Background: an optimization exercise with open tools, aiming at small area. Do not read the settings as production practice. In this exercise RTL edits were held to simulation tests only and were not proved equivalent to the original.

==> flow/design.v <==
package cpu_isa_pkg;
  localparam int data_width_lp = 32;
  localparam int lane_width_lp = 8;
  localparam int lane_count_lp = 4;
  localparam int reg_count_lp  = 16;
  localparam int opcode_msb_lp = 31;
  localparam int opcode_lsb_lp = 28;
  localparam int rd_msb_lp     = 27;
  localparam int rd_lsb_lp     = 24;
  localparam int rs1_msb_lp    = 23;
  localparam int rs1_lsb_lp    = 20;
  localparam int rs2_msb_lp    = 19;
  localparam int rs2_lsb_lp    = 16;
  localparam int imm_width_lp  = 16;
  localparam int imm_lsb_lp    = 0;
  localparam int imm_msb_lp    = imm_lsb_lp + imm_width_lp - 1;
  typedef logic [$clog2(reg_count_lp)-1:0] reg_addr_t;
  typedef logic [lane_count_lp-1:0][lane_width_lp-1:0] lane_vec_t;
  typedef enum logic [3:0] {
    op_nop, op_add, op_sub, op_and, op_or, op_addi,
    op_vadd, op_vsub, op_vand, op_vor, op_vadds,
    op_lw, op_sw, op_vlw, op_vsw
  } opcode_e;
  typedef enum logic [1:0] {alu_add, alu_sub, alu_and, alu_or} alu_op_e;
  typedef struct packed {
    logic                 reg_we;
    logic                 is_vector;
    logic                 use_imm;
    logic                 broadcast;
    logic                 mem_read;
    logic                 mem_write;
    alu_op_e alu_op;
  } ctrl_t;
  typedef struct packed {
    ctrl_t                                 ctrl;
    reg_addr_t                rd;
    logic [data_width_lp-1:0] rs1_s;
    logic [data_width_lp-1:0] rs2_s;
    lane_vec_t                rs1_v;
    lane_vec_t                rs2_v;
    logic [data_width_lp-1:0] imm;
  } id_ex_t;
  typedef struct packed {
    ctrl_t                                 ctrl;
    reg_addr_t                rd;
    logic [data_width_lp-1:0] result_s;
    lane_vec_t                result_v;
    logic [data_width_lp-1:0] store_data;
  } ex_mem_t;
endpackage
`timescale 1ns/1ns
module fetch_stage (
  input  logic        clk_i,
  input  logic        arst_n_i,
  input  logic [31:0] inst_i,
  output logic [31:0] pc_o,
  output logic [31:0] inst_o,
  output logic        a_vec_o,
  output logic        b_vec_o
);
  logic [31:0] pc_q;
  logic [3:0]  op_q;
  logic [27:0] fields_q;
  logic [3:0]  op_in;
  logic        a_vec_q, b_vec_q;
  assign op_in = inst_i[31:28];
  always_ff @(posedge clk_i or negedge arst_n_i) begin
    if (!arst_n_i) begin
      pc_q <= '0;
      op_q <= '0;
    end else begin
      pc_q <= pc_q + 1'b1;
      op_q <= inst_i[31:28];
    end
  end
  always_ff @(posedge clk_i) begin
    fields_q <= inst_i[27:0];
    a_vec_q  <= (op_in >= 4'd6) && (op_in <= 4'd10);
    b_vec_q  <= ((op_in >= 4'd6) && (op_in <= 4'd9)) || (op_in == 4'd14);
  end
  assign pc_o   = pc_q;
  assign inst_o  = {op_q, fields_q};
  assign a_vec_o = a_vec_q;
  assign b_vec_o = b_vec_q;
endmodule
`timescale 1ns/1ns
module register_file (
  input  logic        clk_i,
  input  logic        arst_n_i,
  input  logic [4:0]  ra_addr_i,
  input  logic [4:0]  rb_addr_i,
  output logic [31:0] ra_data_o,
  output logic [31:0] rb_data_o,
  input  logic        wr_we_i,
  input  logic [4:0]  wr_addr_i,
  input  logic [31:0] wr_data_i
);
  logic [31:0] data_q [32];
  logic [31:0] valid_q;
  always_ff @(posedge clk_i) begin
    for (int i = 0; i < 32; i++) begin
      if (wr_we_i && wr_addr_i == 5'(i)) data_q[i] <= wr_data_i;
    end
  end
  always_ff @(posedge clk_i or negedge arst_n_i) begin
    if (!arst_n_i) begin
      valid_q <= '0;
    end else begin
      for (int i = 0; i < 32; i++) begin
        if (wr_we_i && wr_addr_i == 5'(i)) valid_q[i] <= 1'b1;
      end
    end
  end
  always_comb begin
    ra_data_o = '0;
    rb_data_o = '0;
    for (int i = 0; i < 32; i++) begin
      ra_data_o = ra_data_o | ({32{valid_q[i] && ra_addr_i == 5'(i)}} & data_q[i]);
      rb_data_o = rb_data_o | ({32{valid_q[i] && rb_addr_i == 5'(i)}} & data_q[i]);
    end
  end
endmodule
`timescale 1ns/1ns
module decode_stage (
  input  logic        clk_i,
  input  logic        arst_n_i,
  input  logic [31:0] inst_i,
  input  logic        a_vec_i,
  input  logic        b_vec_i,
  output logic [4:0]  ra_addr_o,
  output logic [4:0]  rb_addr_o,
  input  logic [31:0] ra_data_i,
  input  logic [31:0] rb_data_i,
  output logic [3:0]  ex_op_o,
  output logic [3:0]  ex_rd_o,
  output logic [15:0] ex_imm_o,
  output logic [31:0] ex_a_o,
  output logic [31:0] ex_b_o
);
  assign ra_addr_o = {a_vec_i, inst_i[23:20]};
  assign rb_addr_o = {b_vec_i, inst_i[19:16]};
  always_ff @(posedge clk_i or negedge arst_n_i) begin
    if (!arst_n_i) begin
      ex_op_o <= '0;
    end else begin
      ex_op_o <= inst_i[31:28];
    end
  end
  always_ff @(posedge clk_i) begin
    ex_rd_o  <= inst_i[27:24];
    ex_imm_o <= inst_i[15:0];
    ex_a_o   <= ra_data_i;
    ex_b_o   <= rb_data_i;
  end
endmodule
`timescale 1ns/1ns
module execute_stage (
  input  logic        clk_i,
  input  logic        arst_n_i,
  input  logic [3:0]  op_i,
  input  logic [3:0]  rd_i,
  input  logic [15:0] imm_i,
  input  logic [31:0] a_i,
  input  logic [31:0] b_i,
  output logic        we_o,
  output logic        vec_o,
  output logic        rd_mem_o,
  output logic        wr_mem_o,
  output logic [3:0]  rd_o,
  output logic [31:0] res_o,
  output logic [31:0] sd_o
);
  logic        lanes, use_imm, sub, is_and, is_or, bcast;
  logic        we, vec, rd_mem, wr_mem;
  logic [31:0] b_op, b_add, sum, res;
  logic        gap_a, gap_b;
  logic [35:0] add_a, add_b, add_s;
  always_comb begin
    lanes   = (op_i >= 4'd6) && (op_i <= 4'd10);
    bcast   = (op_i == 4'd10);
    use_imm = (op_i == 4'd5) || ((op_i >= 4'd11) && (op_i <= 4'd14));
    sub     = (op_i == 4'd2) || (op_i == 4'd7);
    is_and  = (op_i == 4'd3) || (op_i == 4'd8);
    is_or   = (op_i == 4'd4) || (op_i == 4'd9);
    we      = ((op_i >= 4'd1) && (op_i <= 4'd11)) || (op_i == 4'd13);
    vec     = lanes || (op_i == 4'd13);
    rd_mem  = (op_i == 4'd11) || (op_i == 4'd13);
    wr_mem  = (op_i == 4'd12) || (op_i == 4'd14);
  end
  assign b_op  = use_imm ? {{16{imm_i[15]}}, imm_i} : (bcast ? {4{b_i[7:0]}} : b_i);
  assign b_add = sub ? ~b_op : b_op;
  assign gap_a = !lanes || sub;
  assign gap_b = lanes && sub;
  assign add_a = {a_i[31:24], gap_a, a_i[23:16], gap_a, a_i[15:8], gap_a, a_i[7:0], 1'b1};
  assign add_b = {b_add[31:24], gap_b, b_add[23:16], gap_b, b_add[15:8], gap_b, b_add[7:0], sub};
  assign add_s = add_a + add_b;
  assign sum   = {add_s[35:28], add_s[26:19], add_s[17:10], add_s[8:1]};
  assign res = is_and ? (a_i & b_i) :
               is_or  ? (a_i | b_i) : sum;
  always_ff @(posedge clk_i or negedge arst_n_i) begin
    if (!arst_n_i) begin
      we_o     <= 1'b0;
      wr_mem_o <= 1'b0;
    end else begin
      we_o     <= we;
      wr_mem_o <= wr_mem;
    end
  end
  always_ff @(posedge clk_i) begin
    vec_o    <= vec;
    rd_mem_o <= rd_mem;
    rd_o     <= rd_i;
    res_o    <= res;
    sd_o     <= b_i;
  end
endmodule
`timescale 1ns/1ns
module memory_stage (
  input  logic        clk_i,
  input  logic        arst_n_i,
  input  logic        we_i,
  input  logic        vec_i,
  input  logic        rd_mem_i,
  input  logic        wr_mem_i,
  input  logic [3:0]  rd_i,
  input  logic [31:0] res_i,
  input  logic [31:0] sd_i,
  input  logic [31:0] data_mem_out_data_i,
  output logic [31:0] data_mem_address_o,
  output logic [31:0] data_mem_in_data_o,
  output logic        data_mem_we_o,
  output logic        wr_we_o,
  output logic [4:0]  wr_addr_o,
  output logic [31:0] wr_data_o
);
  assign data_mem_address_o = res_i;
  assign data_mem_in_data_o = sd_i;
  assign data_mem_we_o      = wr_mem_i;
  always_ff @(posedge clk_i or negedge arst_n_i) begin
    if (!arst_n_i) begin
      wr_we_o <= 1'b0;
    end else begin
      wr_we_o <= we_i;
    end
  end
  always_ff @(posedge clk_i) begin
    wr_addr_o <= {vec_i, rd_i};
    wr_data_o <= rd_mem_i ? data_mem_out_data_i : res_i;
  end
endmodule
`timescale 1ns/1ns
module vector_cpu (
  input  logic                                  clk_i,
  input  logic                                  arst_n_i,
  input  logic [cpu_isa_pkg::data_width_lp-1:0] inst_mem_data_i,
  output logic [cpu_isa_pkg::data_width_lp-1:0] inst_mem_address_o,
  input  logic [cpu_isa_pkg::data_width_lp-1:0] data_mem_out_data_i,
  output logic [cpu_isa_pkg::data_width_lp-1:0] data_mem_address_o,
  output logic [cpu_isa_pkg::data_width_lp-1:0] data_mem_in_data_o,
  output logic                                  data_mem_we_o
);
  logic [31:0] inst_id;
  logic        a_vec, b_vec;
  logic [4:0]  ra_addr, rb_addr;
  logic [31:0] ra_data, rb_data;
  logic [3:0]  ex_op;
  logic [3:0]  ex_rd;
  logic [15:0] ex_imm;
  logic [31:0] ex_a, ex_b;
  logic        mem_we, mem_vec, mem_rd_mem, mem_wr_mem;
  logic [3:0]  mem_rd;
  logic [31:0] mem_res, mem_sd;
  logic        wr_we;
  logic [4:0]  wr_addr;
  logic [31:0] wr_data;
  fetch_stage u_fetch (
    .clk_i   (clk_i),
    .arst_n_i(arst_n_i),
    .inst_i  (inst_mem_data_i),
    .pc_o    (inst_mem_address_o),
    .inst_o  (inst_id),
    .a_vec_o (a_vec),
    .b_vec_o (b_vec)
  );
  register_file u_regfile (
    .clk_i    (clk_i),
    .arst_n_i (arst_n_i),
    .ra_addr_i(ra_addr),
    .rb_addr_i(rb_addr),
    .ra_data_o(ra_data),
    .rb_data_o(rb_data),
    .wr_we_i  (wr_we),
    .wr_addr_i(wr_addr),
    .wr_data_i(wr_data)
  );
  decode_stage u_decode (
    .clk_i      (clk_i),
    .arst_n_i   (arst_n_i),
    .inst_i     (inst_id),
    .a_vec_i    (a_vec),
    .b_vec_i    (b_vec),
    .ra_addr_o  (ra_addr),
    .rb_addr_o  (rb_addr),
    .ra_data_i  (ra_data),
    .rb_data_i  (rb_data),
    .ex_op_o    (ex_op),
    .ex_rd_o    (ex_rd),
    .ex_imm_o   (ex_imm),
    .ex_a_o     (ex_a),
    .ex_b_o     (ex_b)
  );
  execute_stage u_execute (
    .clk_i   (clk_i),
    .arst_n_i(arst_n_i),
    .op_i    (ex_op),
    .rd_i    (ex_rd),
    .imm_i   (ex_imm),
    .a_i     (ex_a),
    .b_i     (ex_b),
    .we_o    (mem_we),
    .vec_o   (mem_vec),
    .rd_mem_o(mem_rd_mem),
    .wr_mem_o(mem_wr_mem),
    .rd_o    (mem_rd),
    .res_o   (mem_res),
    .sd_o    (mem_sd)
  );
  memory_stage u_memory (
    .clk_i              (clk_i),
    .arst_n_i           (arst_n_i),
    .we_i               (mem_we),
    .vec_i              (mem_vec),
    .rd_mem_i           (mem_rd_mem),
    .wr_mem_i           (mem_wr_mem),
    .rd_i               (mem_rd),
    .res_i              (mem_res),
    .sd_i               (mem_sd),
    .data_mem_out_data_i(data_mem_out_data_i),
    .data_mem_address_o (data_mem_address_o),
    .data_mem_in_data_o (data_mem_in_data_o),
    .data_mem_we_o      (data_mem_we_o),
    .wr_we_o            (wr_we),
    .wr_addr_o          (wr_addr),
    .wr_data_o          (wr_data)
  );
endmodule
==> flow/flow/run.sh <==
#!/bin/bash
# Layout flow: the standard ORFS flow (the standard.sh make call) with
#  - an area-oriented ABC script for the combinational logic when
#    flow/abc_area.script is present (registers are mapped exactly as in the
#    standard synthesis, before ABC runs; the standard flow's synthesis wrapper is kept),
#  - small buffers on the ports,
#  - its own clock tree settings, placement density and timing margin.
# Each tool's full output is in its ORFS log under orfs/logs; make's own
# output goes to make.log and the DEF export's to write_def.log.
set -euo pipefail
W=$PWD
SYN=$W/synth_recipe.tcl
if [ -f "$W/flow/abc_area.script" ]; then
  {
    head -n 1 synth_recipe.tcl
    echo "proc abc {args} { set i [lsearch \$args -script]; lset args [expr {\$i+1}] $W/flow/abc_area.script; yosys abc {*}\$args }"
    tail -n +2 synth_recipe.tcl
  } > synth_area.tcl
  SYN=$W/synth_area.tcl
fi

make -C "$FLOW_HOME" DESIGN_CONFIG="$FLOW_CONFIG" WORK_HOME="$W/orfs" CLKGATE_MAP_FILE= \
  SYNTH_SCRIPT="$SYN" CAP_MARGIN=20 CORE_MARGIN=2 CORE_UTILIZATION=40 PLACE_DENSITY=0.6 SLEW_MARGIN=20 \
  BUFFER_PORTS_ARGS="-buffer_cell sky130_fd_sc_hd__buf_1" \
  CTS_ARGS="-sink_clustering_enable -repair_clock_nets -dont_use_dummy_load -root_buf sky130_fd_sc_hd__clkbuf_16 -buf_list sky130_fd_sc_hd__clkbuf_16 -sink_clustering_size 24 -sink_clustering_max_diameter 80"  \
  finish > "$W/make.log" 2>&1

R=$W/orfs/results/$FLOW_PLATFORM/vector_cpu/base
: # left out here: write the final layout as DEF
==> flow/flow/abc_area.script <==
&get -n
&st
&syn2
&dch -f
&nf -p -R 1000
&st
&syn2
&dch -f
&nf -p -R 1000
&put
topo
stime -c
==> flow/standard.sh <==
#!/bin/bash
# synth_recipe.tcl (not shown) runs the flow's synth.tcl, then flattens the netlist and writes it again
# the make line also repeats each setting of config.mk as NAME=value (left out here)
make -C /OpenROAD-flow-scripts/flow DESIGN_CONFIG=/design/flow/config.mk WORK_HOME=/design/flow/orfs CLKGATE_MAP_FILE= SYNTH_SCRIPT=/design/flow/synth_recipe.tcl "${@:-finish}"
==> flow/config.mk <==
export PLATFORM = sky130hd
export DESIGN_NAME = vector_cpu
export DESIGN_NICKNAME = vector_cpu
export VERILOG_FILES = /design/flow/design.v
export SDC_FILE = /design/flow/constraint.sdc
export NUM_CORES = 4
export LEC_CHECK = 0
export CAP_MARGIN = 20
export CORE_MARGIN = 2
export CORE_UTILIZATION = 40
export SLEW_MARGIN = 20
==> flow/constraint.sdc <==
create_clock -name core_clock -period 6.0 [get_ports {clk_i}]
set_input_delay 1.2000 -clock core_clock [delete_from_list [all_inputs] [get_ports {clk_i}]]
set_output_delay 1.2000 -clock core_clock [all_outputs]
set_load 0.01 [all_outputs]
==> run summary <==
==> final timing paths <==
kind                                      from               endpoint  cells after the start
setup / recovery           u_decode.ex_op_o[2]    u_execute.res_o[31]                     23
hold / removal             u_decode.ex_rd_o[3]      u_execute.rd_o[3]                      0
setup reg to reg           u_decode.ex_op_o[2]    u_execute.res_o[31]                     23
hold reg to reg            u_decode.ex_rd_o[3]      u_execute.rd_o[3]                      0
max in group asynchronous             arst_n_i  u_regfile.valid_q[20]                      2
min in group asynchronous             arst_n_i        u_fetch.pc_q[1]                      2
==> worst reg2reg max path, cell delays in order (launching register included) <==
cell	delay, ps
dfrtp_1	570
clkinv_1	230
nor3_1	280
buf_4	230
a31o_2	280
buf_4	470
xnor2_1	150
ha_1	360
a21oi_1	160
nand2_1	110
nand3_1	90
nand2_1	120
and4b_1	200
a311o_1	360
a21o_1	210
a32oi_1	330
nor3_1	80
nor2_1	200
nor3_1	70
nor2_1	160
nor2_1	90
a21bo_1	180
xnor2_1	170
a22oi_1	110
==> flip-flops by register name, summed over array words and instances, names as in the netlist, 4 cells and up <==
signal / flops
u_execute.res_o: 32
u_execute.sd_o: 32
u_regfile.valid_q: 32
u_memory.wr_data_o: 32
u_fetch.fields_q: 28
u_execute.rd_o: 4
u_decode.ex_imm_o: 16
u_decode.ex_b_o: 32
u_fetch.op_q: 4
u_decode.ex_a_o: 32
u_decode.ex_op_o: 4
u_regfile.data_q: 1024
u_decode.ex_rd_o: 4
u_fetch.pc_q: 32
u_memory.wr_addr_o: 5
==> cell families after synthesis <==
group / after synthesis / synth area share (%)
XOR/XNOR: 94 / 1.610
AO/OA/AOI/OAI: 995 / 16.11
multiplexers: 41 / 0.8807
adder cells (fa/ha/maj): 32 / 0.7828
buffers and inverters: 6 / 0.04403
flip-flops: 1320 / 72.44
AND/OR/NAND/NOR: 811 / 8.134
==> through the flow <==
step	area [um2]	hold slack, ps	util, %	std cells
detailed placement	55220	312.1	43.41	5254
CTS	56970	326.5	44.79	5324
global placement	55200	313.0	43.40	5253
finish	57110	319.8	44.90	5347
global route	57060	330.2	44.86	5329
floorplan	51150	309.6	-	3299
==> synth_stat cells (3+ instances only) <==
library cell / number / share of area, %
a31oi_1: 8 / 0.098
and4_1: 13 / 0.22
xnor2_1: 42 / 0.72
nor3_1: 7 / 0.068
nand2b_1: 4 / 0.049
xor2_1: 52 / 0.89
and2_0: 5 / 0.061
dfxtp_1: 221 / 8.7
or3_1: 8 / 0.098
a21o_1: 5 / 0.073
mux2i_1: 9 / 0.18
o211ai_1: 3 / 0.044
mux2_1: 32 / 0.70
a221oi_1: 106 / 1.8
clkinv_1: 6 / 0.044
nand3_1: 154 / 1.5
nor3b_1: 9 / 0.13
o21a_1: 3 / 0.044
edfxtp_1: 1024 / 60
or2_0: 34 / 0.42
a21oi_1: 74 / 0.72
nor2_1: 86 / 0.63
nand2_1: 250 / 1.8
a222oi_1: 361 / 7.1
dfrtp_1: 75 / 3.7
nand4_1: 100 / 1.2
nor2b_1: 10 / 0.12
or4_1: 47 / 0.69
and3_1: 75 / 0.92
a221o_1: 3 / 0.059
o21ai_0: 91 / 0.89
and3b_1: 4 / 0.068
a22oi_1: 221 / 3.2
a22o_1: 109 / 1.9
ha_1: 32 / 0.78
==> layer usage <==
layer / up-vias / GRT usage [%] / part of all wire (%) / wire [um]
li1: 15080 / - / - / -
met1: 20160 / 46.32 / 33 / 82470
met2: 5551 / 50.85 / 39 / 97760
met3: 1533 / 19.07 / 20 / 49310
met4: 16 / 23.88 / 9.0 / 22610
met5: - / 0.9249 / 0.11 / 276
==> cell type report <==
class,instances,area [um2],area share [%]
Tap cell,1662,2079,3.641
Clock buffer,70,1752,3.067
Multi-Input combinational cell,1973,14440,25.28
Inverter,6,22.52,0.03944
Sequential cell,1320,37050,64.88
Timing Repair Buffer,297,1717,3.006
Antenna cell,19,47.55,0.08326
==> report_power, final <==
group          internal (mW)  switching, mW
clock                   2.09           2.92
combinational          0.704           1.39
sequential              11.4           1.48
total                   14.2           5.78
==> results.sh <==
export IMPL_status="finished clean"
export IMPL_syn_inst=3299
export IMPL_worst_pin_slew_ps=1383
export IMPL_worstPathMaxFanout=29
export IMPL_cp_data_arrival_time_ps=5920
export IMPL_slew_violations=0
export IMPL_cts_sinks=1320
export IMPL_clockRootBuffer="clkbuf_16"
export IMPL_fillers=11230
export IMPL_endpoint_kind="register"
export IMPL_max_freq_ghz=0.1863
export IMPL_rsz0062_at_grt="no"
export IMPL_place_ws_ps=769.7
export IMPL_synth_nets=3397
export IMPL_placement_io_buffers=162
export IMPL_htree_levels=3
export IMPL_critical_path_class="reg -> reg"
export IMPL_wl_per_cell_um=47.21
export IMPL_ys_types=48
export IMPL_start_util_pct=40.21
export IMPL_cts_path_max_buffers=3
export IMPL_fp_dieArea_mm2=0.1307
export IMPL_setup_violations=0
export IMPL_wirelength_um=252400
export IMPL_hold_viol=0
export IMPL_ios=163
export IMPL_die_w_um=361.6
export IMPL_viasPerCell=7.918
export IMPL_postRouteAntennaNets=0
export IMPL_grt_max_degree=76
export IMPL_final_common_cell="edfxtp_1"
export IMPL_async_flop_share_pct=5.682
export IMPL_rrSetupSlack_ps=630
export IMPL_crit_buf_inv=3
export IMPL_die_height_um=361.6
export IMPL_start_kind="register"
export IMPL_slowest_stage="dfrtp_1"
export IMPL_drc=0
export IMPL_grt_first_pass_wirelength_um=332700
export IMPL_cp_cell_sequence="clkinv_1 -> nor3_1 -> buf_4 -> a31o_2 -> buf_4 -> xnor2_1 -> ha_1 -> a21oi_1 -> nand2_1 -> nand3_1 -> nand2_1 -> and4b_1 -> a311o_1 -> a21o_1 -> a32oi_1 -> nor3_1 -> nor2_1 -> nor3_1 -> nor2_1 -> nor2_1 -> a21bo_1 -> xnor2_1 -> a22oi_1"
export IMPL_syn_avg_cell_area_um2=15.50
export IMPL_worstPathRequired_ps=6560
export IMPL_crit_family="compound AO/OA/AOI/OAI gates"
export IMPL_drive_gt1_share_pct=8.429
export IMPL_synth_edf_count=1024
export IMPL_postCtsHoldBufs=0
export IMPL_clk_latency_ps=710
export IMPL_finClkSkew_ps=69.09
export IMPL_grt_overflow_total=0
export IMPL_cts_resized_gates=0
export IMPL_grt_usage_pct=37.32
export IMPL_vias=42340
export IMPL_cp_slowest_stage_delay_ps=570
export IMPL_clkSlewWorstSetupHoldPaths_ps=100
export IMPL_drv_cap=0
export IMPL_antenna_found_initial=21
export IMPL_grt_pass1_vias=38910
export IMPL_rows=131
export IMPL_cts_tree="built"
export IMPL_ys_seq_area_share_pct=72.44
export IMPL_fin_ws_ps=633.6
export IMPL_setup_tns_final_ps=0
export IMPL_hold_class="reg -> reg"
export IMPL_layout_common_cells="edfxtp_1, a222oi_1, nand2_1"
export IMPL_min_period_ps=5366
export IMPL_core_area_mm2=0.1272
export IMPL_cts_buffers=70
export IMPL_vdd_drop_max_mv=0.2454
export IMPL_drt_pass1_iterations=15
export IMPL_syn2layout_area_growth_pct=11.65
export IMPL_synth_area_mm2=0.05115
export IMPL_num_nets_final=3766
export IMPL_power_density_mw_per_mm2=349.9
export IMPL_ys_ff_latch=1320
export IMPL_post_cts_buffers=0
export IMPL_synth_flop_cell="edfxtp_1"
export IMPL_slew_headroom_pct=7.791
export IMPL_yosys_warnings=6
export IMPL_gp_congestion=1.059
export IMPL_period_share_pct=89.44
export IMPL_leakagePower_nw=18.86
export IMPL_power_mw=19.98
export IMPL_drtIter0Drc=14200
export IMPL_place_hpwl_um=145500

==> what the ideal ports hide <==
In the flow no input, the clock included, has a driving cell. The finished layout below was timed again as built, in two steps.
Step 1 (the two cells are an assumption about what drives the block):
set clk [get_ports {clk_i}]
set_driving_cell -lib_cell sky130_fd_sc_hd__clkbuf_16 $clk
set_driving_cell -lib_cell sky130_fd_sc_hd__buf_2 [delete_from_list [all_inputs] $clk]
Step 2 times the ports against the registers' clock, not the clock port: input delays grow and output delays shrink by t, the midpoint of the rising clock arrivals with the driver on.
Three values: no drivers, after step 1, after step 2; two values: the first two.
t (ns): 0.754
setup slack, ns: 0.634 / 0.634 / 0.634
worst setup path after step 2: register to register
cell pins on the clock port's net: 1
After both steps setup and hold are still met in this run. The setup slack of this run moves by 0.000 ns with the drivers and by 0.000 ns with both steps.
